Background: an optimization exercise with open tools, aiming at small area. Do not read the settings as production practice. Where RTL was checked, it was by simulation tests only, not by an equivalence proof against the original. No functional check of the RTL was part of run 1. Power is estimated from default activity; no workload was simulated.

==> flow/design.v, too long to show whole: its modules and the start of the top module <==
// module io_memory_bridge: 1531 lines
// module iomem_fa: 10 lines
// module iomem_ha: 9 lines
// module iomem_aoi21: 8 lines
// module iomem_oai21: 8 lines
// module iomem_nand2: 7 lines
// module iomem_mux2i: 8 lines
// module iomem_nand2b: 7 lines
// module iomem_nor2: 7 lines
// module iomem_c0: 3 lines
// module iomem_c1: 3 lines
// module iomem_c2: 3 lines
// module iomem_c3: 3 lines
// module iomem_c4: 3 lines
// module iomem_c5: 3 lines
// module iomem_c6: 3 lines
// module iomem_c7: 3 lines
// module iomem_c8: 3 lines
// module iomem_c9: 3 lines
// module iomem_c10: 3 lines
// module iomem_c11: 3 lines
// module iomem_c12: 3 lines
// module iomem_c13: 3 lines
// module iomem_c14: 3 lines
// module iomem_c15: 3 lines
// module iomem_c16: 3 lines
// module iomem_c17: 3 lines
// module iomem_c18: 3 lines
// module iomem_c19: 3 lines
// module iomem_c20: 3 lines
// module iomem_c21: 3 lines
// module iomem_c22: 3 lines
// module iomem_c23: 3 lines
module io_memory_bridge (
    input  logic                             clock,
    input  logic                             reset,
    input  logic [iomem_pkg::ADDR_W-1:0]     wb_adr_i,
    input  logic [3:0]                       wb_sel_i,
    input  logic                             wb_we_i,
    input  logic                             wb_cyc_i,
    input  logic                             wb_stb_i,
    input  logic [iomem_pkg::DATA_W-1:0]     wb_dat_i,
    output logic                             wb_ack_o,
    output logic [iomem_pkg::DATA_W-1:0]     wb_dat_o,
    output logic [iomem_pkg::ADDR_W-1:0]     mem_addr_o,
    output logic [iomem_pkg::DATA_W-1:0]     mem_data_o,
    output logic [iomem_pkg::NUM_BANKS-1:0]  mem_we_o,
    output logic                             mem_gl_en_o,
    input  logic [iomem_pkg::DATA_W-1:0]     mem_rdata_i,
    input  logic [iomem_pkg::HALF_W-1:0]     arq_n_i,
    output logic [iomem_pkg::HALF_W-1:0]     tx_len_o,
    output logic [iomem_pkg::HALF_W-1:0]     total_packets_o
);
  // ...
==> flow/flow/run.sh <==
#!/bin/bash
# The standard layout, with the port buffers made from the smallest buffer
# cell and a clock tree without dummy loads. ORFS writes each step's log
# under orfs/logs; make's own output goes to make.log.
set -euo pipefail
bash standard.sh "BUFFER_PORTS_ARGS=-buffer_cell sky130_fd_sc_hd__buf_1" \
    "CTS_ARGS=-sink_clustering_enable -repair_clock_nets -dont_use_dummy_load -root_buf sky130_fd_sc_hd__clkbuf_8 -buf_list sky130_fd_sc_hd__clkbuf_4" \
    finish > make.log 2>&1
==> flow/standard.sh <==
#!/bin/bash
# synth_recipe.tcl (not shown) runs the flow's synth.tcl, then flattens the netlist and writes it again
# the make line also repeats each setting of config.mk as NAME=value (left out here)
make -C /OpenROAD-flow-scripts/flow DESIGN_CONFIG=/design/flow/config.mk WORK_HOME=/design/flow/orfs CLKGATE_MAP_FILE= SYNTH_SCRIPT=/design/flow/synth_recipe.tcl "${@:-finish}"
==> flow/config.mk <==
export PLATFORM = sky130hd
export DESIGN_NAME = io_memory_bridge
export DESIGN_NICKNAME = io_memory_bridge
export VERILOG_FILES = /design/flow/design.v
export SDC_FILE = /design/flow/constraint.sdc
export NUM_CORES = 4
export LEC_CHECK = 0
export CAP_MARGIN = 20
export CORE_MARGIN = 2
export CORE_UTILIZATION = 40
export GPL_TIMING_DRIVEN = 0
export PLACE_DENSITY = 0.8
export SLEW_MARGIN = 20
export SYNTH_HIERARCHICAL = 1
==> flow/constraint.sdc <==
create_clock -name core_clock -period 7.5 [get_ports {clock}]
set_input_delay 1.5000 -clock core_clock [delete_from_list [all_inputs] [get_ports {clock}]]
set_output_delay 1.5000 -clock core_clock [all_outputs]
set_load 0.01 [all_outputs]
==> out/metrics.cfg, run 1 <==
[pwr]
pg_comb_w=0.000226
maxPowerGroup=registers
swShare=0.293
p_int_w=0.000852
comb_power_share=0.187

[setup_path]
reg2reg_depth=21
cp_max_fo=4
end_kind=output port

[clock_tree]
clkSlewWorstSetupHoldPaths_ns=0.08

[final_layout]
stdcell_area_um2=12800
diodes=0
multiInputGateArea_um2=8060
multi_input_area_share=0.628
nNetsFinal=1726
bufAreaShareNonClock=0.104
final_core_util=0.479
largestClassByArea=multi-input combinational cells

[timing]
finalCritPeriodShare=0.967
maxSlewViolCount=0

[synth]
synth_most_common_cell=nand2_1
yosys_most_used_dff=dfxtp_1
ys_seq_area_frac=0.249
synth_xor_area_frac=0.118
synth_cell_types=56

[status]
status=timing/DRC/antenna clean

[place]
place_congestion=0.955

[floorplan]
start_util=0.405
die_height_um=169

[global_routing]
met2_usage=0.413
grt_pass1_vias=9870

[routing]
highest_layer=met4

==> run 2, diff against run 1 <==
--- a/flow/design.v
+++ b/flow/design.v
@@ -719,96 +719,104 @@
     logic m367;
     logic m368;
     logic m369;
     logic m370;
     logic m371;
     logic m372;
     logic m373;
     logic m374;
+    logic m375;
+    logic m376;
+    logic m377;
+    logic m378;
+    logic m379;
+    logic m380;
+    logic m381;
+    logic m382;
     iomem_c5 u_m307 (offset[2], offset[1], m307);
     iomem_c8 u_m308 (offset[2], offset[1], m308);
     iomem_c14 u_m309 (offset[3], m308, m309);
     iomem_c15 u_m310 (offset[3], m308, m310);
     iomem_c16 u_m311 (offset[4], local_bank, m310, m311);
     iomem_c17 u_m312 (offset[4], local_bank, m310, m312);
     iomem_c5 u_m313 (offset[5], m312, m313);
     iomem_c8 u_m314 (offset[5], m312, m314);
     iomem_c7 u_m315 (offset[6], m314, m315);
-    iomem_c9 u_m316 (offset[6], m316);
-    iomem_c4 u_m317 (m316, m314, m317);
-    iomem_c5 u_m318 (offset[7], m317, m318);
-    iomem_c8 u_m319 (offset[7], m317, m319);
-    iomem_c7 u_m320 (offset[8], m319, m320);
-    iomem_c9 u_m321 (offset[8], m321);
-    iomem_c4 u_m322 (m321, m319, m322);
-    iomem_c5 u_m323 (offset[9], m322, m323);
-    iomem_c8 u_m324 (offset[9], m322, m324);
-    iomem_c7 u_m325 (offset[10], m324, m325);
-    iomem_c9 u_m326 (offset[10], m326);
-    iomem_c4 u_m327 (m326, m324, m327);
-    iomem_c5 u_m328 (offset[11], m327, m328);
-    iomem_c8 u_m329 (offset[11], m327, m329);
-    iomem_c7 u_m330 (offset[12], m329, m330);
-    iomem_c9 u_m331 (offset[12], m331);
-    iomem_c4 u_m332 (m331, m329, m332);
-    iomem_c5 u_m333 (offset[13], m332, m333);
-    iomem_c8 u_m334 (offset[13], m332, m334);
-    iomem_c7 u_m335 (offset[14], m334, m335);
-    iomem_c9 u_m336 (offset[14], m336);
-    iomem_c4 u_m337 (m336, m334, m337);
-    iomem_c5 u_m338 (offset[15], m337, m338);
-    iomem_c8 u_m339 (offset[15], m337, m339);
-    iomem_c7 u_m340 (offset[16], m339, m340);
-    iomem_c9 u_m341 (offset[16], m341);
-    iomem_c4 u_m342 (m341, m339, m342);
-    iomem_c5 u_m343 (offset[17], m342, m343);
-    iomem_c8 u_m344 (offset[17], m342, m344);
-    iomem_c7 u_m345 (offset[18], m344, m345);
-    iomem_c9 u_m346 (offset[18], m346);
-    iomem_c4 u_m347 (m346, m344, m347);
-    iomem_c5 u_m348 (offset[19], m347, m348);
-    iomem_c8 u_m349 (offset[19], m347, m349);
-    iomem_c7 u_m350 (offset[20], m349, m350);
-    iomem_c9 u_m351 (offset[20], m351);
-    iomem_c4 u_m352 (m351, m349, m352);
-    iomem_c5 u_m353 (offset[21], m352, m353);
-    iomem_c8 u_m354 (offset[21], m352, m354);
-    iomem_c7 u_m355 (offset[22], m354, m355);
-    iomem_c9 u_m356 (offset[22], m356);
-    iomem_c4 u_m357 (m356, m354, m357);
-    iomem_c5 u_m358 (offset[23], m357, m358);
-    iomem_c8 u_m359 (offset[23], m357, m359);
-    iomem_c7 u_m360 (offset[24], m359, m360);
-    iomem_c9 u_m361 (offset[24], m361);
-    iomem_c4 u_m362 (m361, m359, m362);
-    iomem_c5 u_m363 (offset[25], m362, m363);
-    iomem_c8 u_m364 (offset[25], m362, m364);
-    iomem_c7 u_m365 (offset[26], m364, m365);
-    iomem_c9 u_m366 (offset[26], m366);
-    iomem_c4 u_m367 (m366, m364, m367);
-    iomem_c5 u_m368 (offset[27], m367, m368);
-    iomem_c8 u_m369 (offset[27], m367, m369);
-    iomem_c7 u_m370 (offset[28], m369, m370);
-    iomem_c9 u_m371 (offset[28], m371);
-    iomem_c4 u_m372 (m371, m369, m372);
-    iomem_c5 u_m373 (offset[29], m372, m373);
-    iomem_c8 u_m374 (offset[29], m372, m374);
-    assign off_bias = {m373, m370, m368, m365, m363, m360, m358, m355, m353, m350, m348, m345, m343, m340, m338, m335, m333, m330, m328, m325, m323, m320, m318, m315, m313, m311, m309, m307, ~offset[1], offset[0]};
+    iomem_c8 u_m316 (offset[5], offset[6], m316);
+    iomem_c12 u_m317 (m316, m312, m317);
+    iomem_c7 u_m318 (offset[7], m317, m318);
+    iomem_c12 u_m319 (m316, offset[7], m319);
+    iomem_c12 u_m320 (m319, m312, m320);
+    iomem_c7 u_m321 (offset[8], m320, m321);
+    iomem_c12 u_m322 (m319, offset[8], m322);
+    iomem_c12 u_m323 (m322, m312, m323);
+    iomem_c7 u_m324 (offset[9], m323, m324);
+    iomem_c12 u_m325 (m322, offset[9], m325);
+    iomem_c12 u_m326 (m325, m312, m326);
+    iomem_c7 u_m327 (offset[10], m326, m327);
+    iomem_c13 u_m328 (offset[10], m326, m328);
+    iomem_c7 u_m329 (offset[11], m328, m329);
+    iomem_c8 u_m330 (offset[10], offset[11], m330);
+    iomem_c4 u_m331 (m330, m326, m331);
+    iomem_c5 u_m332 (offset[12], m331, m332);
+    iomem_c12 u_m333 (m330, offset[12], m333);
+    iomem_c4 u_m334 (m333, m326, m334);
+    iomem_c5 u_m335 (offset[13], m334, m335);
+    iomem_c12 u_m336 (m333, offset[13], m336);
+    iomem_c4 u_m337 (m336, m326, m337);
+    iomem_c5 u_m338 (offset[14], m337, m338);
+    iomem_c12 u_m339 (m336, offset[14], m339);
+    iomem_c4 u_m340 (m339, m326, m340);
+    iomem_c5 u_m341 (offset[15], m340, m341);
+    iomem_c8 u_m342 (offset[15], m340, m342);
+    iomem_c7 u_m343 (offset[16], m342, m343);
+    iomem_c8 u_m344 (offset[15], offset[16], m344);
+    iomem_c12 u_m345 (m344, m340, m345);
+    iomem_c7 u_m346 (offset[17], m345, m346);
+    iomem_c12 u_m347 (m344, offset[17], m347);
+    iomem_c12 u_m348 (m347, m340, m348);
+    iomem_c7 u_m349 (offset[18], m348, m349);
+    iomem_c12 u_m350 (m347, offset[18], m350);
+    iomem_c12 u_m351 (m350, m340, m351);
+    iomem_c7 u_m352 (offset[19], m351, m352);
+    iomem_c12 u_m353 (m350, offset[19], m353);
+    iomem_c12 u_m354 (m353, m340, m354);
+    iomem_c7 u_m355 (offset[20], m354, m355);
+    iomem_c13 u_m356 (offset[20], m354, m356);
+    iomem_c7 u_m357 (offset[21], m356, m357);
+    iomem_c8 u_m358 (offset[20], offset[21], m358);
+    iomem_c4 u_m359 (m358, m354, m359);
+    iomem_c5 u_m360 (offset[22], m359, m360);
+    iomem_c12 u_m361 (m358, offset[22], m361);
+    iomem_c4 u_m362 (m361, m354, m362);
+    iomem_c5 u_m363 (offset[23], m362, m363);
+    iomem_c12 u_m364 (m361, offset[23], m364);
+    iomem_c4 u_m365 (m364, m354, m365);
+    iomem_c5 u_m366 (offset[24], m365, m366);
+    iomem_c12 u_m367 (m364, offset[24], m367);
+    iomem_c4 u_m368 (m367, m354, m368);
+    iomem_c5 u_m369 (offset[25], m368, m369);
+    iomem_c8 u_m370 (offset[25], m368, m370);
+    iomem_c7 u_m371 (offset[26], m370, m371);
+    iomem_c8 u_m372 (offset[25], offset[26], m372);
+    iomem_c12 u_m373 (m372, m368, m373);
+    iomem_c7 u_m374 (offset[27], m373, m374);
+    iomem_c12 u_m375 (m372, offset[27], m375);
+    iomem_c12 u_m376 (m375, m368, m376);
+    iomem_c7 u_m377 (offset[28], m376, m377);
+    iomem_c12 u_m378 (m375, offset[28], m378);
+    iomem_c12 u_m379 (m378, m368, m379);
+    iomem_c7 u_m380 (offset[29], m379, m380);
+    iomem_c12 u_m381 (m378, offset[29], m381);
+    iomem_c12 u_m382 (m381, m368, m382);
+    assign off_bias = {m380, m377, m374, m371, m369, m366, m363, m360, m357, m355, m352, m349, m346, m343, m341, m338, m335, m332, m329, m327, m324, m321, m318, m315, m313, m311, m309, m307, ~offset[1], offset[0]};
     logic [31:0] add_x;
     logic [26:0] add_y;
     logic [31:0] add_s;
-    logic m375;
-    logic m376;
-    logic m377;
-    logic m378;
-    logic m379;
-    logic m380;
-    logic m381;
-    logic m382;
     logic m383;
     logic m384;
     logic m385;
     logic m386;
     logic m387;
     logic m388;
     logic m389;
     logic m390;
@@ -933,175 +941,183 @@
     logic m509;
     logic m510;
     logic m511;
     logic m512;
     logic m513;
     logic m514;
     logic m515;
     logic m516;
-    iomem_c5 u_m375 (add_x[0], add_y[0], m375);
-    iomem_c8 u_m376 (add_x[0], add_y[0], m376);
-    iomem_c18 u_m377 (add_x[1], add_y[1], m377);
-    iomem_c8 u_m378 (add_x[1], add_y[1], m378);
-    iomem_c3 u_m379 (m377, m376, m379);
-    iomem_oai21 u_m380 (m377, m376, m378, m380);
-    iomem_c5 u_m381 (add_x[2], add_y[2], m381);
-    iomem_c19 u_m382 (add_x[2], add_y[2], m382);
-    iomem_c5 u_m383 (m381, m380, m383);
-    iomem_aoi21 u_m384 (m381, m380, m382, m384);
-    iomem_c18 u_m385 (add_x[3], add_y[3], m385);
-    iomem_c8 u_m386 (add_x[3], add_y[3], m386);
+    logic m517;
+    logic m518;
+    logic m519;
+    logic m520;
+    logic m521;
+    logic m522;
+    logic m523;
+    logic m524;
+    logic m525;
+    logic m526;
+    logic m527;
+    logic m528;
+    logic m529;
+    logic m530;
+    logic m531;
+    logic m532;
+    iomem_c5 u_m383 (add_x[0], add_y[0], m383);
+    iomem_c8 u_m384 (add_x[0], add_y[0], m384);
+    iomem_c18 u_m385 (add_x[1], add_y[1], m385);
+    iomem_c8 u_m386 (add_x[1], add_y[1], m386);
     iomem_c3 u_m387 (m385, m384, m387);
     iomem_oai21 u_m388 (m385, m384, m386, m388);
-    iomem_c5 u_m389 (add_x[4], add_y[4], m389);
-    iomem_c19 u_m390 (add_x[4], add_y[4], m390);
+    iomem_c5 u_m389 (add_x[2], add_y[2], m389);
+    iomem_c19 u_m390 (add_x[2], add_y[2], m390);
     iomem_c5 u_m391 (m389, m388, m391);
     iomem_aoi21 u_m392 (m389, m388, m390, m392);
-    iomem_c18 u_m393 (add_x[5], add_y[5], m393);
-    iomem_c8 u_m394 (add_x[5], add_y[5], m394);
+    iomem_c18 u_m393 (add_x[3], add_y[3], m393);
+    iomem_c8 u_m394 (add_x[3], add_y[3], m394);
     iomem_c3 u_m395 (m393, m392, m395);
     iomem_oai21 u_m396 (m393, m392, m394, m396);
-    iomem_c5 u_m397 (add_x[6], add_y[6], m397);
-    iomem_c19 u_m398 (add_x[6], add_y[6], m398);
+    iomem_c5 u_m397 (add_x[4], add_y[4], m397);
+    iomem_c19 u_m398 (add_x[4], add_y[4], m398);
     iomem_c5 u_m399 (m397, m396, m399);
     iomem_aoi21 u_m400 (m397, m396, m398, m400);
-    iomem_c18 u_m401 (add_x[7], add_y[7], m401);
-    iomem_c8 u_m402 (add_x[7], add_y[7], m402);
+    iomem_c18 u_m401 (add_x[5], add_y[5], m401);
+    iomem_c8 u_m402 (add_x[5], add_y[5], m402);
     iomem_c3 u_m403 (m401, m400, m403);
     iomem_oai21 u_m404 (m401, m400, m402, m404);
-    iomem_c5 u_m405 (add_x[8], add_y[8], m405);
-    iomem_c19 u_m406 (add_x[8], add_y[8], m406);
+    iomem_c5 u_m405 (add_x[6], add_y[6], m405);
+    iomem_c19 u_m406 (add_x[6], add_y[6], m406);
     iomem_c5 u_m407 (m405, m404, m407);
     iomem_aoi21 u_m408 (m405, m404, m406, m408);
-    iomem_c18 u_m409 (add_x[9], add_y[9], m409);
-    iomem_c8 u_m410 (add_x[9], add_y[9], m410);
+    iomem_c18 u_m409 (add_x[7], add_y[7], m409);
+    iomem_c8 u_m410 (add_x[7], add_y[7], m410);
     iomem_c3 u_m411 (m409, m408, m411);
     iomem_oai21 u_m412 (m409, m408, m410, m412);
-    iomem_c5 u_m413 (add_x[10], add_y[10], m413);
-    iomem_c19 u_m414 (add_x[10], add_y[10], m414);
+    iomem_c5 u_m413 (add_x[8], add_y[8], m413);
+    iomem_c19 u_m414 (add_x[8], add_y[8], m414);
     iomem_c5 u_m415 (m413, m412, m415);
     iomem_aoi21 u_m416 (m413, m412, m414, m416);
-    iomem_c18 u_m417 (add_x[11], add_y[11], m417);
-    iomem_c8 u_m418 (add_x[11], add_y[11], m418);
+    iomem_c18 u_m417 (add_x[9], add_y[9], m417);
+    iomem_c8 u_m418 (add_x[9], add_y[9], m418);
     iomem_c3 u_m419 (m417, m416, m419);
     iomem_oai21 u_m420 (m417, m416, m418, m420);
-    iomem_c5 u_m421 (add_x[12], add_y[12], m421);
-    iomem_c19 u_m422 (add_x[12], add_y[12], m422);
+    iomem_c5 u_m421 (add_x[10], add_y[10], m421);
+    iomem_c19 u_m422 (add_x[10], add_y[10], m422);
     iomem_c5 u_m423 (m421, m420, m423);
     iomem_aoi21 u_m424 (m421, m420, m422, m424);
-    iomem_c18 u_m425 (add_x[13], add_y[13], m425);
-    iomem_c8 u_m426 (add_x[13], add_y[13], m426);
+    iomem_c18 u_m425 (add_x[11], add_y[11], m425);
+    iomem_c8 u_m426 (add_x[11], add_y[11], m426);
     iomem_c3 u_m427 (m425, m424, m427);
     iomem_oai21 u_m428 (m425, m424, m426, m428);
-    iomem_c5 u_m429 (add_x[14], add_y[14], m429);
-    iomem_c19 u_m430 (add_x[14], add_y[14], m430);
+    iomem_c5 u_m429 (add_x[12], add_y[12], m429);
+    iomem_c19 u_m430 (add_x[12], add_y[12], m430);
     iomem_c5 u_m431 (m429, m428, m431);
     iomem_aoi21 u_m432 (m429, m428, m430, m432);
-    iomem_c18 u_m433 (add_x[15], add_y[15], m433);
-    iomem_c8 u_m434 (add_x[15], add_y[15], m434);
+    iomem_c18 u_m433 (add_x[13], add_y[13], m433);
+    iomem_c8 u_m434 (add_x[13], add_y[13], m434);
     iomem_c3 u_m435 (m433, m432, m435);
     iomem_oai21 u_m436 (m433, m432, m434, m436);
-    iomem_c5 u_m437 (add_x[16], add_y[16], m437);
-    iomem_c19 u_m438 (add_x[16], add_y[16], m438);
-    iomem_c5 u_m439 (m437, m436, m439);
-    iomem_aoi21 u_m440 (m437, m436, m438, m440);
-    iomem_c18 u_m441 (add_x[17], add_y[17], m441);
-    iomem_c8 u_m442 (add_x[17], add_y[17], m442);
-    iomem_c3 u_m443 (m441, m440, m443);
-    iomem_oai21 u_m444 (m441, m440, m442, m444);
-    iomem_c5 u_m445 (add_x[18], add_y[18], m445);
-    iomem_c5 u_m446 (m445, m444, m446);
-    iomem_c8 u_m447 (add_x[18], add_y[18], m447);
-    iomem_c18 u_m448 (add_x[19], add_y[19], m448);
-    iomem_c20 u_m449 (m447, m445, m444, m449);
-    iomem_c11 u_m450 (m448, m449, m450);
-    iomem_c8 u_m451 (add_x[19], add_y[19], m451);
-    iomem_oai21 u_m452 (m448, m447, m451, m452);
-    iomem_c13 u_m453 (m445, m448, m453);
-    iomem_c5 u_m454 (add_x[20], add_y[20], m454);
-    iomem_c21 u_m455 (m452, m453, m444, m455);
-    iomem_c7 u_m456 (m454, m455, m456);
-    iomem_c19 u_m457 (add_x[20], add_y[20], m457);
-    iomem_aoi21 u_m458 (m454, m452, m457, m458);
-    iomem_c12 u_m459 (m453, m454, m459);
-    iomem_c18 u_m460 (add_x[21], add_y[21], m460);
-    iomem_c9 u_m461 (m444, m461);
-    iomem_c10 u_m462 (m458, m459, m461, m462);
-    iomem_c11 u_m463 (m460, m462, m463);
-    iomem_c8 u_m464 (add_x[21], add_y[21], m464);
-    iomem_oai21 u_m465 (m460, m458, m464, m465);
-    iomem_c4 u_m466 (m459, m460, m466);
-    iomem_c5 u_m467 (add_x[22], add_y[22], m467);
-    iomem_c6 u_m468 (m465, m466, m444, m468);
-    iomem_c7 u_m469 (m467, m468, m469);
-    iomem_c19 u_m470 (add_x[22], add_y[22], m470);
-    iomem_aoi21 u_m471 (m467, m465, m470, m471);
-    iomem_c8 u_m472 (m466, m467, m472);
-    iomem_c18 u_m473 (add_x[23], add_y[23], m473);
-    iomem_c10 u_m474 (m471, m472, m461, m474);
-    iomem_c11 u_m475 (m473, m474, m475);
-    iomem_c8 u_m476 (add_x[23], add_y[23], m476);
-    iomem_oai21 u_m477 (m473, m471, m476, m477);
-    iomem_c4 u_m478 (m472, m473, m478);
-    iomem_c5 u_m479 (add_x[24], add_y[24], m479);
-    iomem_c6 u_m480 (m477, m478, m444, m480);
-    iomem_c7 u_m481 (m479, m480, m481);
-    iomem_c19 u_m482 (add_x[24], add_y[24], m482);
-    iomem_aoi21 u_m483 (m479, m477, m482, m483);
-    iomem_c8 u_m484 (m478, m479, m484);
-    iomem_c18 u_m485 (add_x[25], add_y[25], m485);
-    iomem_c10 u_m486 (m483, m484, m461, m486);
-    iomem_c11 u_m487 (m485, m486, m487);
-    iomem_c8 u_m488 (add_x[25], add_y[25], m488);
-    iomem_oai21 u_m489 (m485, m483, m488, m489);
-    iomem_c4 u_m490 (m484, m485, m490);
-    iomem_c5 u_m491 (add_x[26], add_y[26], m491);
-    iomem_c6 u_m492 (m489, m490, m444, m492);
-    iomem_c7 u_m493 (m491, m492, m493);
-    iomem_c19 u_m494 (add_x[26], add_y[26], m494);
-    iomem_aoi21 u_m495 (m491, m489, m494, m495);
-    iomem_c8 u_m496 (m490, m491, m496);
-    iomem_c10 u_m497 (m495, m496, m461, m497);
-    iomem_c5 u_m498 (add_x[27], m497, m498);
-    iomem_c13 u_m499 (add_x[27], m495, m499);
-    iomem_c12 u_m500 (m496, add_x[27], m500);
-    iomem_c10 u_m501 (m499, m500, m461, m501);
-    iomem_c5 u_m502 (add_x[28], m501, m502);
-    iomem_c13 u_m503 (add_x[28], m499, m503);
-    iomem_c12 u_m504 (m500, add_x[28], m504);
-    iomem_c10 u_m505 (m503, m504, m461, m505);
-    iomem_c5 u_m506 (add_x[29], m505, m506);
-    iomem_c13 u_m507 (add_x[29], m503, m507);
-    iomem_c12 u_m508 (m504, add_x[29], m508);
-    iomem_c10 u_m509 (m507, m508, m461, m509);
-    iomem_c5 u_m510 (add_x[30], m509, m510);
-    iomem_c13 u_m511 (add_x[30], m507, m511);
-    iomem_c12 u_m512 (m508, add_x[30], m512);
-    iomem_c10 u_m513 (m511, m512, m461, m513);
-    iomem_c5 u_m514 (add_x[31], m513, m514);
-    iomem_c13 u_m515 (add_x[31], m511, m515);
-    iomem_c12 u_m516 (m512, add_x[31], m516);
-    assign add_s = {m514, m510, m506, m502, m498, m493, m487, m481, m475, m469, m463, m456, m450, m446, m443, m439, m435, m431, m427, m423, m419, m415, m411, m407, m403, m399, m395, m391, m387, m383, m379, m375};
-    logic m517;
-    logic m518;
-    logic m519;
-    logic m520;
-    logic m521;
-    logic m522;
-    logic m523;
-    logic m524;
-    logic m525;
-    logic m526;
-    logic m527;
-    logic m528;
-    logic m529;
-    logic m530;
-    logic m531;
-    logic m532;
+    iomem_c5 u_m437 (add_x[14], add_y[14], m437);
+    iomem_c5 u_m438 (m437, m436, m438);
+    iomem_c8 u_m439 (add_x[14], add_y[14], m439);
+    iomem_c18 u_m440 (add_x[15], add_y[15], m440);
+    iomem_c20 u_m441 (m439, m437, m436, m441);
+    iomem_c11 u_m442 (m440, m441, m442);
+    iomem_c8 u_m443 (add_x[15], add_y[15], m443);
+    iomem_oai21 u_m444 (m440, m439, m443, m444);
+    iomem_c13 u_m445 (m437, m440, m445);
+    iomem_c5 u_m446 (add_x[16], add_y[16], m446);
+    iomem_c21 u_m447 (m444, m445, m436, m447);
+    iomem_c7 u_m448 (m446, m447, m448);
+    iomem_c19 u_m449 (add_x[16], add_y[16], m449);
+    iomem_aoi21 u_m450 (m446, m444, m449, m450);
+    iomem_c12 u_m451 (m445, m446, m451);
+    iomem_c18 u_m452 (add_x[17], add_y[17], m452);
+    iomem_c9 u_m453 (m436, m453);
+    iomem_c10 u_m454 (m450, m451, m453, m454);
+    iomem_c11 u_m455 (m452, m454, m455);
+    iomem_c8 u_m456 (add_x[17], add_y[17], m456);
+    iomem_oai21 u_m457 (m452, m450, m456, m457);
+    iomem_c4 u_m458 (m451, m452, m458);
+    iomem_c5 u_m459 (add_x[18], add_y[18], m459);
+    iomem_c6 u_m460 (m457, m458, m436, m460);
+    iomem_c7 u_m461 (m459, m460, m461);
+    iomem_c19 u_m462 (add_x[18], add_y[18], m462);
+    iomem_aoi21 u_m463 (m459, m457, m462, m463);
+    iomem_c8 u_m464 (m458, m459, m464);
+    iomem_c18 u_m465 (add_x[19], add_y[19], m465);
+    iomem_c10 u_m466 (m463, m464, m453, m466);
+    iomem_c11 u_m467 (m465, m466, m467);
+    iomem_c8 u_m468 (add_x[19], add_y[19], m468);
+    iomem_oai21 u_m469 (m465, m463, m468, m469);
+    iomem_c4 u_m470 (m464, m465, m470);
+    iomem_c5 u_m471 (add_x[20], add_y[20], m471);
+    iomem_c6 u_m472 (m469, m470, m436, m472);
+    iomem_c7 u_m473 (m471, m472, m473);
+    iomem_c19 u_m474 (add_x[20], add_y[20], m474);
+    iomem_aoi21 u_m475 (m471, m469, m474, m475);
+    iomem_c8 u_m476 (m470, m471, m476);
+    iomem_c18 u_m477 (add_x[21], add_y[21], m477);
+    iomem_c10 u_m478 (m475, m476, m453, m478);
+    iomem_c11 u_m479 (m477, m478, m479);
+    iomem_c8 u_m480 (add_x[21], add_y[21], m480);
+    iomem_oai21 u_m481 (m477, m475, m480, m481);
+    iomem_c4 u_m482 (m476, m477, m482);
+    iomem_c5 u_m483 (add_x[22], add_y[22], m483);
+    iomem_c6 u_m484 (m481, m482, m436, m484);
+    iomem_c7 u_m485 (m483, m484, m485);
+    iomem_c19 u_m486 (add_x[22], add_y[22], m486);
+    iomem_aoi21 u_m487 (m483, m481, m486, m487);
+    iomem_c8 u_m488 (m482, m483, m488);
+    iomem_c18 u_m489 (add_x[23], add_y[23], m489);
+    iomem_c10 u_m490 (m487, m488, m453, m490);
+    iomem_c11 u_m491 (m489, m490, m491);
+    iomem_c8 u_m492 (add_x[23], add_y[23], m492);
+    iomem_oai21 u_m493 (m489, m487, m492, m493);
+    iomem_c4 u_m494 (m488, m489, m494);
+    iomem_c5 u_m495 (add_x[24], add_y[24], m495);
+    iomem_c6 u_m496 (m493, m494, m436, m496);
+    iomem_c7 u_m497 (m495, m496, m497);
+    iomem_c19 u_m498 (add_x[24], add_y[24], m498);
+    iomem_aoi21 u_m499 (m495, m493, m498, m499);
+    iomem_c8 u_m500 (m494, m495, m500);
+    iomem_c18 u_m501 (add_x[25], add_y[25], m501);
+    iomem_c10 u_m502 (m499, m500, m453, m502);
+    iomem_c11 u_m503 (m501, m502, m503);
+    iomem_c8 u_m504 (add_x[25], add_y[25], m504);
+    iomem_oai21 u_m505 (m501, m499, m504, m505);
+    iomem_c4 u_m506 (m500, m501, m506);
+    iomem_c5 u_m507 (add_x[26], add_y[26], m507);
+    iomem_c6 u_m508 (m505, m506, m436, m508);
+    iomem_c7 u_m509 (m507, m508, m509);
+    iomem_c19 u_m510 (add_x[26], add_y[26], m510);
+    iomem_aoi21 u_m511 (m507, m505, m510, m511);
+    iomem_c8 u_m512 (m506, m507, m512);
+    iomem_c10 u_m513 (m511, m512, m453, m513);
+    iomem_c5 u_m514 (add_x[27], m513, m514);
+    iomem_c13 u_m515 (add_x[27], m511, m515);
+    iomem_c12 u_m516 (m512, add_x[27], m516);
+    iomem_c10 u_m517 (m515, m516, m453, m517);
+    iomem_c5 u_m518 (add_x[28], m517, m518);
+    iomem_c13 u_m519 (add_x[28], m515, m519);
+    iomem_c12 u_m520 (m516, add_x[28], m520);
+    iomem_c10 u_m521 (m519, m520, m453, m521);
+    iomem_c5 u_m522 (add_x[29], m521, m522);
+    iomem_c13 u_m523 (add_x[29], m519, m523);
+    iomem_c12 u_m524 (m520, add_x[29], m524);
+    iomem_c10 u_m525 (m523, m524, m453, m525);
+    iomem_c5 u_m526 (add_x[30], m525, m526);
+    iomem_c13 u_m527 (add_x[30], m523, m527);
+    iomem_c12 u_m528 (m524, add_x[30], m528);
+    iomem_c10 u_m529 (m527, m528, m453, m529);
+    iomem_c5 u_m530 (add_x[31], m529, m530);
+    iomem_c13 u_m531 (add_x[31], m527, m531);
+    iomem_c12 u_m532 (m528, add_x[31], m532);
+    assign add_s = {m530, m526, m522, m518, m514, m509, m503, m497, m491, m485, m479, m473, m467, m461, m455, m448, m442, m438, m435, m431, m427, m423, m419, m415, m411, m407, m403, m399, m395, m391, m387, m383};
     logic m533;
     logic m534;
     logic m535;
     logic m536;
     logic m537;
     logic m538;
     logic m539;
     logic m540;
@@ -1238,293 +1254,309 @@
     logic m671;
     logic m672;
     logic m673;
     logic m674;
     logic m675;
     logic m676;
     logic m677;
     logic m678;
-    iomem_mux2i u_m517 (len_w, len_words[0], dat[18], m517);
-    iomem_nor2 u_m518 (reset, m517, m518);
-    assign len_words_d[0] = m518;
-    iomem_mux2i u_m519 (len_w, len_words[1], dat[19], m519);
-    iomem_nor2 u_m520 (reset, m519, m520);
-    assign len_words_d[1] = m520;
-    iomem_mux2i u_m521 (len_w, len_words[2], dat[20], m521);
-    iomem_nor2 u_m522 (reset, m521, m522);
-    assign len_words_d[2] = m522;
-    iomem_mux2i u_m523 (len_w, len_words[3], dat[21], m523);
-    iomem_nor2 u_m524 (reset, m523, m524);
-    assign len_words_d[3] = m524;
-    iomem_mux2i u_m525 (len_w, len_words[4], dat[22], m525);
-    iomem_nor2 u_m526 (reset, m525, m526);
-    assign len_words_d[4] = m526;
-    iomem_mux2i u_m527 (len_w, len_words[5], dat[23], m527);
-    iomem_nor2 u_m528 (reset, m527, m528);
-    assign len_words_d[5] = m528;
-    iomem_mux2i u_m529 (len_w, len_words[6], dat[24], m529);
-    iomem_nor2 u_m530 (reset, m529, m530);
-    assign len_words_d[6] = m530;
-    iomem_mux2i u_m531 (len_w, len_words[7], dat[25], m531);
-    iomem_nor2 u_m532 (reset, m531, m532);
-    assign len_words_d[7] = m532;
-    iomem_mux2i u_m533 (len_w, len_words[8], dat[26], m533);
+    logic m679;
+    logic m680;
+    logic m681;
+    logic m682;
+    logic m683;
+    logic m684;
+    logic m685;
+    logic m686;
+    logic m687;
+    logic m688;
+    logic m689;
+    logic m690;
+    logic m691;
+    logic m692;
+    logic m693;
+    logic m694;
+    iomem_mux2i u_m533 (len_w, len_words[0], dat[18], m533);
     iomem_nor2 u_m534 (reset, m533, m534);
-    assign len_words_d[8] = m534;
-    iomem_mux2i u_m535 (len_w, len_words[9], dat[27], m535);
+    assign len_words_d[0] = m534;
+    iomem_mux2i u_m535 (len_w, len_words[1], dat[19], m535);
     iomem_nor2 u_m536 (reset, m535, m536);
-    assign len_words_d[9] = m536;
-    iomem_mux2i u_m537 (len_w, len_words[10], dat[28], m537);
+    assign len_words_d[1] = m536;
+    iomem_mux2i u_m537 (len_w, len_words[2], dat[20], m537);
     iomem_nor2 u_m538 (reset, m537, m538);
-    assign len_words_d[10] = m538;
-    iomem_mux2i u_m539 (len_w, len_words[11], dat[29], m539);
+    assign len_words_d[2] = m538;
+    iomem_mux2i u_m539 (len_w, len_words[3], dat[21], m539);
     iomem_nor2 u_m540 (reset, m539, m540);
-    assign len_words_d[11] = m540;
-    iomem_mux2i u_m541 (len_w, len_words[12], dat[30], m541);
+    assign len_words_d[3] = m540;
+    iomem_mux2i u_m541 (len_w, len_words[4], dat[22], m541);
     iomem_nor2 u_m542 (reset, m541, m542);
-    assign len_words_d[12] = m542;
-    iomem_mux2i u_m543 (len_w, len_words[13], dat[31], m543);
+    assign len_words_d[4] = m542;
+    iomem_mux2i u_m543 (len_w, len_words[5], dat[23], m543);
     iomem_nor2 u_m544 (reset, m543, m544);
-    assign len_words_d[13] = m544;
-    iomem_mux2i u_m545 (len_w, bank[0], bank_dec[0], m545);
-    iomem_nand2b u_m546 (reset, m545, m546);
-    assign bank_d[0] = m546;
-    iomem_mux2i u_m547 (len_w, bank[1], bank_dec[1], m547);
+    assign len_words_d[5] = m544;
+    iomem_mux2i u_m545 (len_w, len_words[6], dat[24], m545);
+    iomem_nor2 u_m546 (reset, m545, m546);
+    assign len_words_d[6] = m546;
+    iomem_mux2i u_m547 (len_w, len_words[7], dat[25], m547);
     iomem_nor2 u_m548 (reset, m547, m548);
-    assign bank_d[1] = m548;
-    iomem_mux2i u_m549 (len_w, bank[2], bank_dec[2], m549);
+    assign len_words_d[7] = m548;
+    iomem_mux2i u_m549 (len_w, len_words[8], dat[26], m549);
     iomem_nor2 u_m550 (reset, m549, m550);
-    assign bank_d[2] = m550;
-    iomem_mux2i u_m551 (len_w, bank[3], bank_dec[3], m551);
+    assign len_words_d[8] = m550;
+    iomem_mux2i u_m551 (len_w, len_words[9], dat[27], m551);
     iomem_nor2 u_m552 (reset, m551, m552);
-    assign bank_d[3] = m552;
-    iomem_mux2i u_m553 (len_w, bank[4], bank_dec[4], m553);
+    assign len_words_d[9] = m552;
+    iomem_mux2i u_m553 (len_w, len_words[10], dat[28], m553);
     iomem_nor2 u_m554 (reset, m553, m554);
-    assign bank_d[4] = m554;
-    iomem_mux2i u_m555 (n_w, total[0], dat[0], m555);
+    assign len_words_d[10] = m554;
+    iomem_mux2i u_m555 (len_w, len_words[11], dat[29], m555);
     iomem_nor2 u_m556 (reset, m555, m556);
-    assign total_d[0] = m556;
-    iomem_mux2i u_m557 (n_w, total[1], dat[1], m557);
+    assign len_words_d[11] = m556;
+    iomem_mux2i u_m557 (len_w, len_words[12], dat[30], m557);
     iomem_nor2 u_m558 (reset, m557, m558);
-    assign total_d[1] = m558;
-    iomem_mux2i u_m559 (n_w, total[2], dat[2], m559);
+    assign len_words_d[12] = m558;
+    iomem_mux2i u_m559 (len_w, len_words[13], dat[31], m559);
     iomem_nor2 u_m560 (reset, m559, m560);
-    assign total_d[2] = m560;
-    iomem_mux2i u_m561 (n_w, total[3], dat[3], m561);
-    iomem_nor2 u_m562 (reset, m561, m562);
-    assign total_d[3] = m562;
-    iomem_mux2i u_m563 (n_w, total[4], dat[4], m563);
+    assign len_words_d[13] = m560;
+    iomem_mux2i u_m561 (len_w, bank[0], bank_dec[0], m561);
+    iomem_nand2b u_m562 (reset, m561, m562);
+    assign bank_d[0] = m562;
+    iomem_mux2i u_m563 (len_w, bank[1], bank_dec[1], m563);
     iomem_nor2 u_m564 (reset, m563, m564);
-    assign total_d[4] = m564;
-    iomem_mux2i u_m565 (n_w, total[5], dat[5], m565);
+    assign bank_d[1] = m564;
+    iomem_mux2i u_m565 (len_w, bank[2], bank_dec[2], m565);
     iomem_nor2 u_m566 (reset, m565, m566);
-    assign total_d[5] = m566;
-    iomem_mux2i u_m567 (n_w, total[6], dat[6], m567);
+    assign bank_d[2] = m566;
+    iomem_mux2i u_m567 (len_w, bank[3], bank_dec[3], m567);
     iomem_nor2 u_m568 (reset, m567, m568);
-    assign total_d[6] = m568;
-    iomem_mux2i u_m569 (n_w, total[7], dat[7], m569);
+    assign bank_d[3] = m568;
+    iomem_mux2i u_m569 (len_w, bank[4], bank_dec[4], m569);
     iomem_nor2 u_m570 (reset, m569, m570);
-    assign total_d[7] = m570;
-    iomem_mux2i u_m571 (n_w, total[8], dat[8], m571);
+    assign bank_d[4] = m570;
+    iomem_mux2i u_m571 (n_w, total[0], dat[0], m571);
     iomem_nor2 u_m572 (reset, m571, m572);
-    assign total_d[8] = m572;
-    iomem_mux2i u_m573 (n_w, total[9], dat[9], m573);
+    assign total_d[0] = m572;
+    iomem_mux2i u_m573 (n_w, total[1], dat[1], m573);
     iomem_nor2 u_m574 (reset, m573, m574);
-    assign total_d[9] = m574;
-    iomem_mux2i u_m575 (n_w, total[10], dat[10], m575);
+    assign total_d[1] = m574;
+    iomem_mux2i u_m575 (n_w, total[2], dat[2], m575);
     iomem_nor2 u_m576 (reset, m575, m576);
-    assign total_d[10] = m576;
-    iomem_mux2i u_m577 (n_w, total[11], dat[11], m577);
+    assign total_d[2] = m576;
+    iomem_mux2i u_m577 (n_w, total[3], dat[3], m577);
     iomem_nor2 u_m578 (reset, m577, m578);
-    assign total_d[11] = m578;
-    iomem_mux2i u_m579 (n_w, total[12], dat[12], m579);
+    assign total_d[3] = m578;
+    iomem_mux2i u_m579 (n_w, total[4], dat[4], m579);
     iomem_nor2 u_m580 (reset, m579, m580);
-    assign total_d[12] = m580;
-    iomem_mux2i u_m581 (n_w, total[13], dat[13], m581);
+    assign total_d[4] = m580;
+    iomem_mux2i u_m581 (n_w, total[5], dat[5], m581);
     iomem_nor2 u_m582 (reset, m581, m582);
-    assign total_d[13] = m582;
-    iomem_mux2i u_m583 (n_w, total[14], dat[14], m583);
+    assign total_d[5] = m582;
+    iomem_mux2i u_m583 (n_w, total[6], dat[6], m583);
     iomem_nor2 u_m584 (reset, m583, m584);
-    assign total_d[14] = m584;
-    iomem_mux2i u_m585 (n_w, total[15], dat[15], m585);
+    assign total_d[6] = m584;
+    iomem_mux2i u_m585 (n_w, total[7], dat[7], m585);
     iomem_nor2 u_m586 (reset, m585, m586);
-    assign total_d[15] = m586;
-    iomem_mux2i u_m587 (off_en, offset[0], off_nv[0], m587);
+    assign total_d[7] = m586;
+    iomem_mux2i u_m587 (n_w, total[8], dat[8], m587);
     iomem_nor2 u_m588 (reset, m587, m588);
-    assign offset_d[0] = m588;
-    iomem_mux2i u_m589 (off_en, offset[1], off_nv[1], m589);
+    assign total_d[8] = m588;
+    iomem_mux2i u_m589 (n_w, total[9], dat[9], m589);
     iomem_nor2 u_m590 (reset, m589, m590);
-    assign offset_d[1] = m590;
-    iomem_mux2i u_m591 (off_en, offset[2], off_nv[2], m591);
+    assign total_d[9] = m590;
+    iomem_mux2i u_m591 (n_w, total[10], dat[10], m591);
     iomem_nor2 u_m592 (reset, m591, m592);
-    assign offset_d[2] = m592;
-    iomem_mux2i u_m593 (off_en, offset[3], off_nv[3], m593);
+    assign total_d[10] = m592;
+    iomem_mux2i u_m593 (n_w, total[11], dat[11], m593);
     iomem_nor2 u_m594 (reset, m593, m594);
-    assign offset_d[3] = m594;
-    iomem_mux2i u_m595 (off_en, offset[4], off_nv[4], m595);
+    assign total_d[11] = m594;
+    iomem_mux2i u_m595 (n_w, total[12], dat[12], m595);
     iomem_nor2 u_m596 (reset, m595, m596);
-    assign offset_d[4] = m596;
-    iomem_mux2i u_m597 (off_en, offset[5], off_nv[5], m597);
+    assign total_d[12] = m596;
+    iomem_mux2i u_m597 (n_w, total[13], dat[13], m597);
     iomem_nor2 u_m598 (reset, m597, m598);
-    assign offset_d[5] = m598;
-    iomem_mux2i u_m599 (off_en, offset[6], off_nv[6], m599);
+    assign total_d[13] = m598;
+    iomem_mux2i u_m599 (n_w, total[14], dat[14], m599);
     iomem_nor2 u_m600 (reset, m599, m600);
-    assign offset_d[6] = m600;
-    iomem_mux2i u_m601 (off_en, offset[7], off_nv[7], m601);
+    assign total_d[14] = m600;
+    iomem_mux2i u_m601 (n_w, total[15], dat[15], m601);
     iomem_nor2 u_m602 (reset, m601, m602);
-    assign offset_d[7] = m602;
-    iomem_mux2i u_m603 (off_en, offset[8], off_nv[8], m603);
+    assign total_d[15] = m602;
+    iomem_mux2i u_m603 (off_en, offset[0], off_nv[0], m603);
     iomem_nor2 u_m604 (reset, m603, m604);
-    assign offset_d[8] = m604;
-    iomem_mux2i u_m605 (off_en, offset[9], off_nv[9], m605);
+    assign offset_d[0] = m604;
+    iomem_mux2i u_m605 (off_en, offset[1], off_nv[1], m605);
     iomem_nor2 u_m606 (reset, m605, m606);
-    assign offset_d[9] = m606;
-    iomem_mux2i u_m607 (off_en, offset[10], off_nv[10], m607);
+    assign offset_d[1] = m606;
+    iomem_mux2i u_m607 (off_en, offset[2], off_nv[2], m607);
     iomem_nor2 u_m608 (reset, m607, m608);
-    assign offset_d[10] = m608;
-    iomem_mux2i u_m609 (off_en, offset[11], off_nv[11], m609);
+    assign offset_d[2] = m608;
+    iomem_mux2i u_m609 (off_en, offset[3], off_nv[3], m609);
     iomem_nor2 u_m610 (reset, m609, m610);
-    assign offset_d[11] = m610;
-    iomem_mux2i u_m611 (off_en, offset[12], off_nv[12], m611);
+    assign offset_d[3] = m610;
+    iomem_mux2i u_m611 (off_en, offset[4], off_nv[4], m611);
     iomem_nor2 u_m612 (reset, m611, m612);
-    assign offset_d[12] = m612;
-    iomem_mux2i u_m613 (off_en, offset[13], off_nv[13], m613);
+    assign offset_d[4] = m612;
+    iomem_mux2i u_m613 (off_en, offset[5], off_nv[5], m613);
     iomem_nor2 u_m614 (reset, m613, m614);
-    assign offset_d[13] = m614;
-    iomem_mux2i u_m615 (off_en, offset[14], off_nv[14], m615);
+    assign offset_d[5] = m614;
+    iomem_mux2i u_m615 (off_en, offset[6], off_nv[6], m615);
     iomem_nor2 u_m616 (reset, m615, m616);
-    assign offset_d[14] = m616;
-    iomem_mux2i u_m617 (off_en, offset[15], off_nv[15], m617);
+    assign offset_d[6] = m616;
+    iomem_mux2i u_m617 (off_en, offset[7], off_nv[7], m617);
     iomem_nor2 u_m618 (reset, m617, m618);
-    assign offset_d[15] = m618;
-    iomem_mux2i u_m619 (off_en, offset[16], off_nv[16], m619);
+    assign offset_d[7] = m618;
+    iomem_mux2i u_m619 (off_en, offset[8], off_nv[8], m619);
     iomem_nor2 u_m620 (reset, m619, m620);
-    assign offset_d[16] = m620;
-    iomem_mux2i u_m621 (off_en, offset[17], off_nv[17], m621);
+    assign offset_d[8] = m620;
+    iomem_mux2i u_m621 (off_en, offset[9], off_nv[9], m621);
     iomem_nor2 u_m622 (reset, m621, m622);
-    assign offset_d[17] = m622;
-    iomem_mux2i u_m623 (off_en, offset[18], off_nv[18], m623);
+    assign offset_d[9] = m622;
+    iomem_mux2i u_m623 (off_en, offset[10], off_nv[10], m623);
     iomem_nor2 u_m624 (reset, m623, m624);
-    assign offset_d[18] = m624;
-    iomem_mux2i u_m625 (off_en, offset[19], off_nv[19], m625);
+    assign offset_d[10] = m624;
+    iomem_mux2i u_m625 (off_en, offset[11], off_nv[11], m625);
     iomem_nor2 u_m626 (reset, m625, m626);
-    assign offset_d[19] = m626;
-    iomem_mux2i u_m627 (off_en, offset[20], off_nv[20], m627);
+    assign offset_d[11] = m626;
+    iomem_mux2i u_m627 (off_en, offset[12], off_nv[12], m627);
     iomem_nor2 u_m628 (reset, m627, m628);
-    assign offset_d[20] = m628;
-    iomem_mux2i u_m629 (off_en, offset[21], off_nv[21], m629);
+    assign offset_d[12] = m628;
+    iomem_mux2i u_m629 (off_en, offset[13], off_nv[13], m629);
     iomem_nor2 u_m630 (reset, m629, m630);
-    assign offset_d[21] = m630;
-    iomem_mux2i u_m631 (off_en, offset[22], off_nv[22], m631);
+    assign offset_d[13] = m630;
+    iomem_mux2i u_m631 (off_en, offset[14], off_nv[14], m631);
     iomem_nor2 u_m632 (reset, m631, m632);
-    assign offset_d[22] = m632;
-    iomem_mux2i u_m633 (off_en, offset[23], off_nv[23], m633);
+    assign offset_d[14] = m632;
+    iomem_mux2i u_m633 (off_en, offset[15], off_nv[15], m633);
     iomem_nor2 u_m634 (reset, m633, m634);
-    assign offset_d[23] = m634;
-    iomem_mux2i u_m635 (off_en, offset[24], off_nv[24], m635);
+    assign offset_d[15] = m634;
+    iomem_mux2i u_m635 (off_en, offset[16], off_nv[16], m635);
     iomem_nor2 u_m636 (reset, m635, m636);
-    assign offset_d[24] = m636;
-    iomem_mux2i u_m637 (off_en, offset[25], off_nv[25], m637);
+    assign offset_d[16] = m636;
+    iomem_mux2i u_m637 (off_en, offset[17], off_nv[17], m637);
     iomem_nor2 u_m638 (reset, m637, m638);
-    assign offset_d[25] = m638;
-    iomem_mux2i u_m639 (off_en, offset[26], off_nv[26], m639);
+    assign offset_d[17] = m638;
+    iomem_mux2i u_m639 (off_en, offset[18], off_nv[18], m639);
     iomem_nor2 u_m640 (reset, m639, m640);
-    assign offset_d[26] = m640;
-    iomem_mux2i u_m641 (off_en, offset[27], off_nv[27], m641);
+    assign offset_d[18] = m640;
+    iomem_mux2i u_m641 (off_en, offset[19], off_nv[19], m641);
     iomem_nor2 u_m642 (reset, m641, m642);
-    assign offset_d[27] = m642;
-    iomem_mux2i u_m643 (off_en, offset[28], off_nv[28], m643);
+    assign offset_d[19] = m642;
+    iomem_mux2i u_m643 (off_en, offset[20], off_nv[20], m643);
     iomem_nor2 u_m644 (reset, m643, m644);
-    assign offset_d[28] = m644;
-    iomem_mux2i u_m645 (off_en, offset[29], off_nv[29], m645);
+    assign offset_d[20] = m644;
+    iomem_mux2i u_m645 (off_en, offset[21], off_nv[21], m645);
     iomem_nor2 u_m646 (reset, m645, m646);
-    assign offset_d[29] = m646;
-    iomem_mux2i u_m647 (tx_len_w, tx_len[0], mem_rdata_i[0], m647);
+    assign offset_d[21] = m646;
+    iomem_mux2i u_m647 (off_en, offset[22], off_nv[22], m647);
     iomem_nor2 u_m648 (reset, m647, m648);
-    assign tx_len_d[0] = m648;
-    iomem_mux2i u_m649 (tx_len_w, tx_len[1], mem_rdata_i[1], m649);
+    assign offset_d[22] = m648;
+    iomem_mux2i u_m649 (off_en, offset[23], off_nv[23], m649);
     iomem_nor2 u_m650 (reset, m649, m650);
-    assign tx_len_d[1] = m650;
-    iomem_mux2i u_m651 (tx_len_w, tx_len[2], mem_rdata_i[2], m651);
+    assign offset_d[23] = m650;
+    iomem_mux2i u_m651 (off_en, offset[24], off_nv[24], m651);
     iomem_nor2 u_m652 (reset, m651, m652);
-    assign tx_len_d[2] = m652;
-    iomem_mux2i u_m653 (tx_len_w, tx_len[3], mem_rdata_i[3], m653);
+    assign offset_d[24] = m652;
+    iomem_mux2i u_m653 (off_en, offset[25], off_nv[25], m653);
     iomem_nor2 u_m654 (reset, m653, m654);
-    assign tx_len_d[3] = m654;
-    iomem_mux2i u_m655 (tx_len_w, tx_len[4], mem_rdata_i[4], m655);
+    assign offset_d[25] = m654;
+    iomem_mux2i u_m655 (off_en, offset[26], off_nv[26], m655);
     iomem_nor2 u_m656 (reset, m655, m656);
-    assign tx_len_d[4] = m656;
-    iomem_mux2i u_m657 (tx_len_w, tx_len[5], mem_rdata_i[5], m657);
+    assign offset_d[26] = m656;
+    iomem_mux2i u_m657 (off_en, offset[27], off_nv[27], m657);
     iomem_nor2 u_m658 (reset, m657, m658);
-    assign tx_len_d[5] = m658;
-    iomem_mux2i u_m659 (tx_len_w, tx_len[6], mem_rdata_i[6], m659);
+    assign offset_d[27] = m658;
+    iomem_mux2i u_m659 (off_en, offset[28], off_nv[28], m659);
     iomem_nor2 u_m660 (reset, m659, m660);
-    assign tx_len_d[6] = m660;
-    iomem_mux2i u_m661 (tx_len_w, tx_len[7], mem_rdata_i[7], m661);
+    assign offset_d[28] = m660;
+    iomem_mux2i u_m661 (off_en, offset[29], off_nv[29], m661);
     iomem_nor2 u_m662 (reset, m661, m662);
-    assign tx_len_d[7] = m662;
-    iomem_mux2i u_m663 (tx_len_w, tx_len[8], mem_rdata_i[8], m663);
+    assign offset_d[29] = m662;
+    iomem_mux2i u_m663 (tx_len_w, tx_len[0], mem_rdata_i[0], m663);
     iomem_nor2 u_m664 (reset, m663, m664);
-    assign tx_len_d[8] = m664;
-    iomem_mux2i u_m665 (tx_len_w, tx_len[9], mem_rdata_i[9], m665);
+    assign tx_len_d[0] = m664;
+    iomem_mux2i u_m665 (tx_len_w, tx_len[1], mem_rdata_i[1], m665);
     iomem_nor2 u_m666 (reset, m665, m666);
-    assign tx_len_d[9] = m666;
-    iomem_mux2i u_m667 (tx_len_w, tx_len[10], mem_rdata_i[10], m667);
+    assign tx_len_d[1] = m666;
+    iomem_mux2i u_m667 (tx_len_w, tx_len[2], mem_rdata_i[2], m667);
     iomem_nor2 u_m668 (reset, m667, m668);
-    assign tx_len_d[10] = m668;
-    iomem_mux2i u_m669 (tx_len_w, tx_len[11], mem_rdata_i[11], m669);
+    assign tx_len_d[2] = m668;
+    iomem_mux2i u_m669 (tx_len_w, tx_len[3], mem_rdata_i[3], m669);
     iomem_nor2 u_m670 (reset, m669, m670);
-    assign tx_len_d[11] = m670;
-    iomem_mux2i u_m671 (tx_len_w, tx_len[12], mem_rdata_i[12], m671);
+    assign tx_len_d[3] = m670;
+    iomem_mux2i u_m671 (tx_len_w, tx_len[4], mem_rdata_i[4], m671);
     iomem_nor2 u_m672 (reset, m671, m672);
-    assign tx_len_d[12] = m672;
-    iomem_mux2i u_m673 (tx_len_w, tx_len[13], mem_rdata_i[13], m673);
+    assign tx_len_d[4] = m672;
+    iomem_mux2i u_m673 (tx_len_w, tx_len[5], mem_rdata_i[5], m673);
     iomem_nor2 u_m674 (reset, m673, m674);
-    assign tx_len_d[13] = m674;
-    iomem_mux2i u_m675 (tx_len_w, tx_len[14], mem_rdata_i[14], m675);
+    assign tx_len_d[5] = m674;
+    iomem_mux2i u_m675 (tx_len_w, tx_len[6], mem_rdata_i[6], m675);
     iomem_nor2 u_m676 (reset, m675, m676);
-    assign tx_len_d[14] = m676;
-    iomem_mux2i u_m677 (tx_len_w, tx_len[15], mem_rdata_i[15], m677);
+    assign tx_len_d[6] = m676;
+    iomem_mux2i u_m677 (tx_len_w, tx_len[7], mem_rdata_i[7], m677);
     iomem_nor2 u_m678 (reset, m677, m678);
-    assign tx_len_d[15] = m678;
+    assign tx_len_d[7] = m678;
+    iomem_mux2i u_m679 (tx_len_w, tx_len[8], mem_rdata_i[8], m679);
+    iomem_nor2 u_m680 (reset, m679, m680);
+    assign tx_len_d[8] = m680;
+    iomem_mux2i u_m681 (tx_len_w, tx_len[9], mem_rdata_i[9], m681);
+    iomem_nor2 u_m682 (reset, m681, m682);
+    assign tx_len_d[9] = m682;
+    iomem_mux2i u_m683 (tx_len_w, tx_len[10], mem_rdata_i[10], m683);
+    iomem_nor2 u_m684 (reset, m683, m684);
+    assign tx_len_d[10] = m684;
+    iomem_mux2i u_m685 (tx_len_w, tx_len[11], mem_rdata_i[11], m685);
+    iomem_nor2 u_m686 (reset, m685, m686);
+    assign tx_len_d[11] = m686;
+    iomem_mux2i u_m687 (tx_len_w, tx_len[12], mem_rdata_i[12], m687);
+    iomem_nor2 u_m688 (reset, m687, m688);
+    assign tx_len_d[12] = m688;
+    iomem_mux2i u_m689 (tx_len_w, tx_len[13], mem_rdata_i[13], m689);
+    iomem_nor2 u_m690 (reset, m689, m690);
+    assign tx_len_d[13] = m690;
+    iomem_mux2i u_m691 (tx_len_w, tx_len[14], mem_rdata_i[14], m691);
+    iomem_nor2 u_m692 (reset, m691, m692);
+    assign tx_len_d[14] = m692;
+    iomem_mux2i u_m693 (tx_len_w, tx_len[15], mem_rdata_i[15], m693);
+    iomem_nor2 u_m694 (reset, m693, m694);
+    assign tx_len_d[15] = m694;
     logic len_lt;
-    logic m679;
-    logic m680;
-    logic m681;
-    logic m682;
-    logic m683;
-    logic m684;
-    logic m685;
-    logic m686;
-    logic m687;
-    logic m688;
-    logic m689;
-    logic m690;
-    logic m691;
-    logic m692;
-    logic m693;
-    logic m694;
-    iomem_c22 u_m679 (wb_adr_i[2], mem_rdata_i[0], m679);
-    iomem_c23 u_m680 (wb_adr_i[3], mem_rdata_i[1], m679, m680);
-    iomem_c23 u_m681 (wb_adr_i[4], mem_rdata_i[2], m680, m681);
-    iomem_c23 u_m682 (wb_adr_i[5], mem_rdata_i[3], m681, m682);
-    iomem_c23 u_m683 (wb_adr_i[6], mem_rdata_i[4], m682, m683);
-    iomem_c23 u_m684 (wb_adr_i[7], mem_rdata_i[5], m683, m684);
-    iomem_c23 u_m685 (wb_adr_i[8], mem_rdata_i[6], m684, m685);
-    iomem_c23 u_m686 (wb_adr_i[9], mem_rdata_i[7], m685, m686);
-    iomem_c23 u_m687 (wb_adr_i[10], mem_rdata_i[8], m686, m687);
-    iomem_c23 u_m688 (wb_adr_i[11], mem_rdata_i[9], m687, m688);
-    iomem_c23 u_m689 (wb_adr_i[12], mem_rdata_i[10], m688, m689);
-    iomem_c23 u_m690 (wb_adr_i[13], mem_rdata_i[11], m689, m690);
-    iomem_c23 u_m691 (wb_adr_i[14], mem_rdata_i[12], m690, m691);
-    iomem_c23 u_m692 (wb_adr_i[15], mem_rdata_i[13], m691, m692);
-    iomem_c23 u_m693 (wb_adr_i[16], mem_rdata_i[14], m692, m693);
-    iomem_c23 u_m694 (wb_adr_i[17], mem_rdata_i[15], m693, m694);
-    assign len_lt = m694;
+    logic m695;
+    logic m696;
+    logic m697;
+    logic m698;
+    logic m699;
+    logic m700;
+    logic m701;
+    logic m702;
+    logic m703;
+    logic m704;
+    logic m705;
+    logic m706;
+    logic m707;
+    logic m708;
+    logic m709;
+    logic m710;
+    iomem_c22 u_m695 (wb_adr_i[2], mem_rdata_i[0], m695);
+    iomem_c23 u_m696 (wb_adr_i[3], mem_rdata_i[1], m695, m696);
+    iomem_c23 u_m697 (wb_adr_i[4], mem_rdata_i[2], m696, m697);
+    iomem_c23 u_m698 (wb_adr_i[5], mem_rdata_i[3], m697, m698);
+    iomem_c23 u_m699 (wb_adr_i[6], mem_rdata_i[4], m698, m699);
+    iomem_c23 u_m700 (wb_adr_i[7], mem_rdata_i[5], m699, m700);
+    iomem_c23 u_m701 (wb_adr_i[8], mem_rdata_i[6], m700, m701);
+    iomem_c23 u_m702 (wb_adr_i[9], mem_rdata_i[7], m701, m702);
+    iomem_c23 u_m703 (wb_adr_i[10], mem_rdata_i[8], m702, m703);
+    iomem_c23 u_m704 (wb_adr_i[11], mem_rdata_i[9], m703, m704);
+    iomem_c23 u_m705 (wb_adr_i[12], mem_rdata_i[10], m704, m705);
+    iomem_c23 u_m706 (wb_adr_i[13], mem_rdata_i[11], m705, m706);
+    iomem_c23 u_m707 (wb_adr_i[14], mem_rdata_i[12], m706, m707);
+    iomem_c23 u_m708 (wb_adr_i[15], mem_rdata_i[13], m707, m708);
+    iomem_c23 u_m709 (wb_adr_i[16], mem_rdata_i[14], m708, m709);
+    iomem_c23 u_m710 (wb_adr_i[17], mem_rdata_i[15], m709, m710);
+    assign len_lt = m710;
     assign off_en = off_hi | n_w;
     assign off_nv = {off_hi ? mul_res[29:22] : dat[23:16], mul_res[21:0]};
     always_ff @(posedge clock) begin
         txf <= gl_sel;
     end
     assign add_x = txf ? tx_ptr : {2'd0, off_bias};
     assign add_y = {wb_adr_i[28:24] & {5{txf}}, wb_adr_i[23:2]};
     always_ff @(posedge clock) begin
--- a/flow/config.mk
+++ b/flow/config.mk
@@ -4,11 +4,11 @@
 export VERILOG_FILES = /design/flow/design.v
 export SDC_FILE = /design/flow/constraint.sdc
 export NUM_CORES = 4
 export LEC_CHECK = 0
 export CAP_MARGIN = 20
 export CORE_MARGIN = 2
 export CORE_UTILIZATION = 40
 export GPL_TIMING_DRIVEN = 0
-export PLACE_DENSITY = 0.8
+export PLACE_DENSITY = 0.9
 export SLEW_MARGIN = 20
 export SYNTH_HIERARCHICAL = 1
==> out/metrics.cfg, run 2 <==
[timing]
maxSlewViolCount=0  ; unchanged
maxSlewHeadroom=0.265  ; was 0.320
finalCritPeriodShare=0.972  ; was 0.967
setup_viol=0  ; unchanged
finalHoldViolations=0  ; unchanged
fmax_mhz=137  ; was 138 MHz
fin_ws_ns=0.209  ; was 0.248 ns
fin_crit_ns=7.29  ; was 7.25 ns

[final_layout]
stdcell_area_um2=12800  ; about the same
diodes=0  ; unchanged
drive_gt1_frac=0.113  ; was 0.137
seqCellArea_um2=2710  ; about the same
nNetsFinal=1734  ; was 1,726
multiInputGateArea_um2=8080  ; was 8060 um^2
mostFrequentLayoutCell=buf_1  ; unchanged
fill_cells=2417  ; was 2,467

[floorplan]
die_x_um=170  ; was 169 um
rows=60  ; unchanged
start_util=0.408  ; was 0.405
die_height_um=170  ; was 169 um

[synth]
synth_top_area_frac=0.158  ; was 0.160
synth_most_common_cell=nand2_1  ; unchanged
syn-cell-area_um2=11000  ; was 10,900 um^2
ys_seq_area_frac=0.246  ; was 0.249
avgSynthCellArea_um2=8.87  ; was 8.86 um^2
synth_top_area_cell=dfxtp_1  ; unchanged
yosys_most_used_dff=dfxtp_1  ; unchanged
async_flop_share=0  ; unchanged
synthesis.nets=1452  ; was 1,437
ys_ff_latch=119  ; unchanged
synth_cell_types=56  ; unchanged
synth_warnings=7  ; unchanged

[global_routing]
grt_pass1_wl_mm=53.1  ; was 51.3 mm
grt_overflow=0  ; unchanged
grtUsageMet1=0.289  ; was 0.277
grt_max_degree=39  ; was 42
antenna_found_initial=0  ; unchanged
met2_usage=0.418  ; was 0.413
grt_pass1_vias=9966  ; was 9,870
global_route.peak_usage_layer=met2  ; unchanged

[place]
place_congestion=0.937  ; was 0.955
dp_hpwl_mm=27.9  ; was 26.7 mm
pre_cts_ws_ns=-1.09  ; was -1.01 ns
dpl-instance-area_um2=12500  ; was 12,400 um^2

[clock_tree]
clock_latency_ns=0.43  ; was 0.42 ns
cts_hold_buf=0  ; unchanged
cts.root.buffer_cell=clkbuf_8  ; unchanged
clkSlewWorstSetupHoldPaths_ns=0.09  ; was 0.08 ns
cts_tree=built  ; unchanged

[pwr]
peakVddDrop_uv=78.3  ; was 111 uV

[setup_path]
crit_family=compound AO/OA/AOI/OAI gates  ; was simple AND/OR/NAND/NOR gates
worst_path_most_repeated_cell=o21ai_1
r2r-end=offset[23]  ; was offset[29]
required_ns=6.00  ; about the same
cp-start-kind=primary input  ; was register
cp_max_fo=10  ; was 4
end_kind=output port  ; unchanged
critPathMaxStageDelay_ns=0.44  ; was 0.39 ns
critPathBufInv=3  ; was 1
path_cells=buf_1 > nand2_1 > o21ai_1 > a21oi_2 > o21ai_1 > a21oi_2 > o21ai_1 > a21oi_2 > o21ai_1 > a21oi_2 > o21ai_1 > a21oi_2 > o21ai_1 > a21oi_2 > o21ai_4 > inv_1 > o21ai_1 > xnor2_1 > nor2b_1 > buf_1
worstSetupPathType=in2out  ; was reg2out
reg2reg_depth=24  ; was 21

[min_path]
hold_path_depth=2  ; unchanged
worstHoldStart=tx_len[5]  ; was bank[0]

[routing]
drt_wl_total_mm=34.5  ; was 33.1 mm
vias=10100  ; was 9,707
ant_nets=0  ; unchanged
drt_iter0_drc=763  ; was 742
drc=0  ; unchanged
dr.pass1.iters=7  ; was 5

[status]
status=timing/DRC/antenna clean  ; unchanged

-- run 2: cell families (layout without fill, tap and decap cells) --
family	count (synthesis)	after routing	share of synthesized area
multiplexers	129	129	0.123
AO/OA/AOI/OAI	129	129	0.0809
AND/OR/NAND/NOR	537	537	0.230
adder cells (fa/ha/maj)	107	107	0.177
flip-flops	119	119	0.246
buffers and inverters	75	355	0.0275
XOR/XNOR	144	144	0.116
-- run 2: worst register-to-register path: stages (launching register included) --
cell,delay (ns)
dfxtp_1,0.37
buf_1,0.42
mux2_2,0.45
buf_2,0.22
nand2_1,0.12
fa_1,0.45
fa_1,0.53
fa_1,0.52
fa_1,0.55
xnor2_1,0.18
o21ai_1,0.23
a21oi_2,0.11
o21ai_1,0.28
a21oi_2,0.12
o21ai_1,0.24
a21oi_2,0.10
o21ai_1,0.29
a21oi_2,0.15
o21ai_4,0.19
buf_4,0.23
a21oi_2,0.08
xor2_1,0.21
mux2_2,0.29
mux2i_1,0.14
nor2_1,0.06
-- run 2: repair_timing --
item / CTS / global route
endpoints found under the setup margin: 12 / 12
pin swaps: 1 / 2
setup buffers: 1 / 1
gates resized for setup: 4 / 13
-- run 2: worst max path at each step --
stage	endpoint	slack [ns]	cells past startpoint	startpoint
finish	mem_addr_o[17]	0.21	20	wb_adr_i[2]
detailed placement	offset[24]	-1.09	25	wb_sel_i[3]
global placement	offset[24]	-1.09	25	wb_sel_i[3]
floorplan	offset[24]	0.26	24	wb_dat_i[25]
global route	mem_addr_o[31]	-0.02	29	offset[6]
CTS	mem_addr_o[31]	0.09	29	offset[5]
-- run 2: cell type report --
class	count	area share
Buffer	42	0.0142
Clock buffer	17	0.0105
Inverter	31	0.00912
Multi-Input combinational cell	1046	0.633
Sequential cell	119	0.212
Tap cell	341	0.0334
Timing Repair Buffer	265	0.0874
-- run 2: per-layer routing --
| metal | vias up | part of all wire |
|---|---|---|
| met1 | 4878 | 0.39 |
| met2 | 479 | 0.50 |
| met5 | - | 0 |
| met4 | 0 | 0.028 |
| li1 | 4617 | - |
| met3 | 76 | 0.074 |
-- run 2: per-stage QoR --
step	utilization	setup TNS, ns	hold WS (ns)
detailed placement	0.465	-10.01	0.491
floorplan	-	0	0.436
finish	0.473	0	0.514
global placement	0.459	-12.89	0.463
global route	0.473	-0.0237	0.544
CTS	0.471	0	0.517
-- run 2: power by group --
| part | internal, W | switching (W) | total, W |
|---|---|---|---|
| logic | 0.0000802 | 0.000146 | 0.000227 |
| clock network | 0.000111 | 0.000213 | 0.000324 |
| registers | 0.000660 | 0.000000899 | 0.000661 |
| total | 0.000851 | 0.000360 | 0.00121 |
-- run 2: modules after synthesis, one instance, submodules excluded, a selection --
module,cell area [um^2],times used
iomem_c13,6.26,10
io_memory_bridge,5470,1
iomem_c19,6.26,12
iomem_c15,6.26,1
iomem_c14,8.76,1
iomem_c2,3.75,1
iomem_c8,3.75,32
iomem_c10,5.00,16
iomem_c1,6.26,17
iomem_c6,8.76,12
iomem_c17,11.3,1
iomem_c16,23.8,1
iomem_c3,8.76,30
iomem_c7,8.76,25
iomem_nand2b,6.26,1
iomem_oai21,5.00,22

[re-timing with driven ports]
In the flow no input, the clock included, has a driving cell. The finished layouts below were timed again as built, in two steps.
Step 1 sets driving cells, clkbuf_16 on the clock port and buf_2 on the other inputs (assumed; they add their load-dependent delay and slew).
Step 2 also shifts input and output timing later by t, the mid clock arrival at the registers, as if the neighbouring blocks saw the same clock.
a / b / c = ideal ports / drivers / drivers and shift; a / b = the first two.
run	shift t [ns]	setup slack, ns	latest minus earliest clock arrival (ns)	worst data-port slew with drivers (ns)
run 1	0.454	0.248 / 0.204 / -0.073	0.052 / 0.052	0.07
run 2	0.454	0.209 / 0.157 / -0.199	0.044 / 0.044	0.07
Met with ideal ports but missed after step 2: setup timing in run 1 and run 2. The setup slack of run 2, which loses most, moves by -0.052 ns with the drivers and by -0.408 ns with both steps.
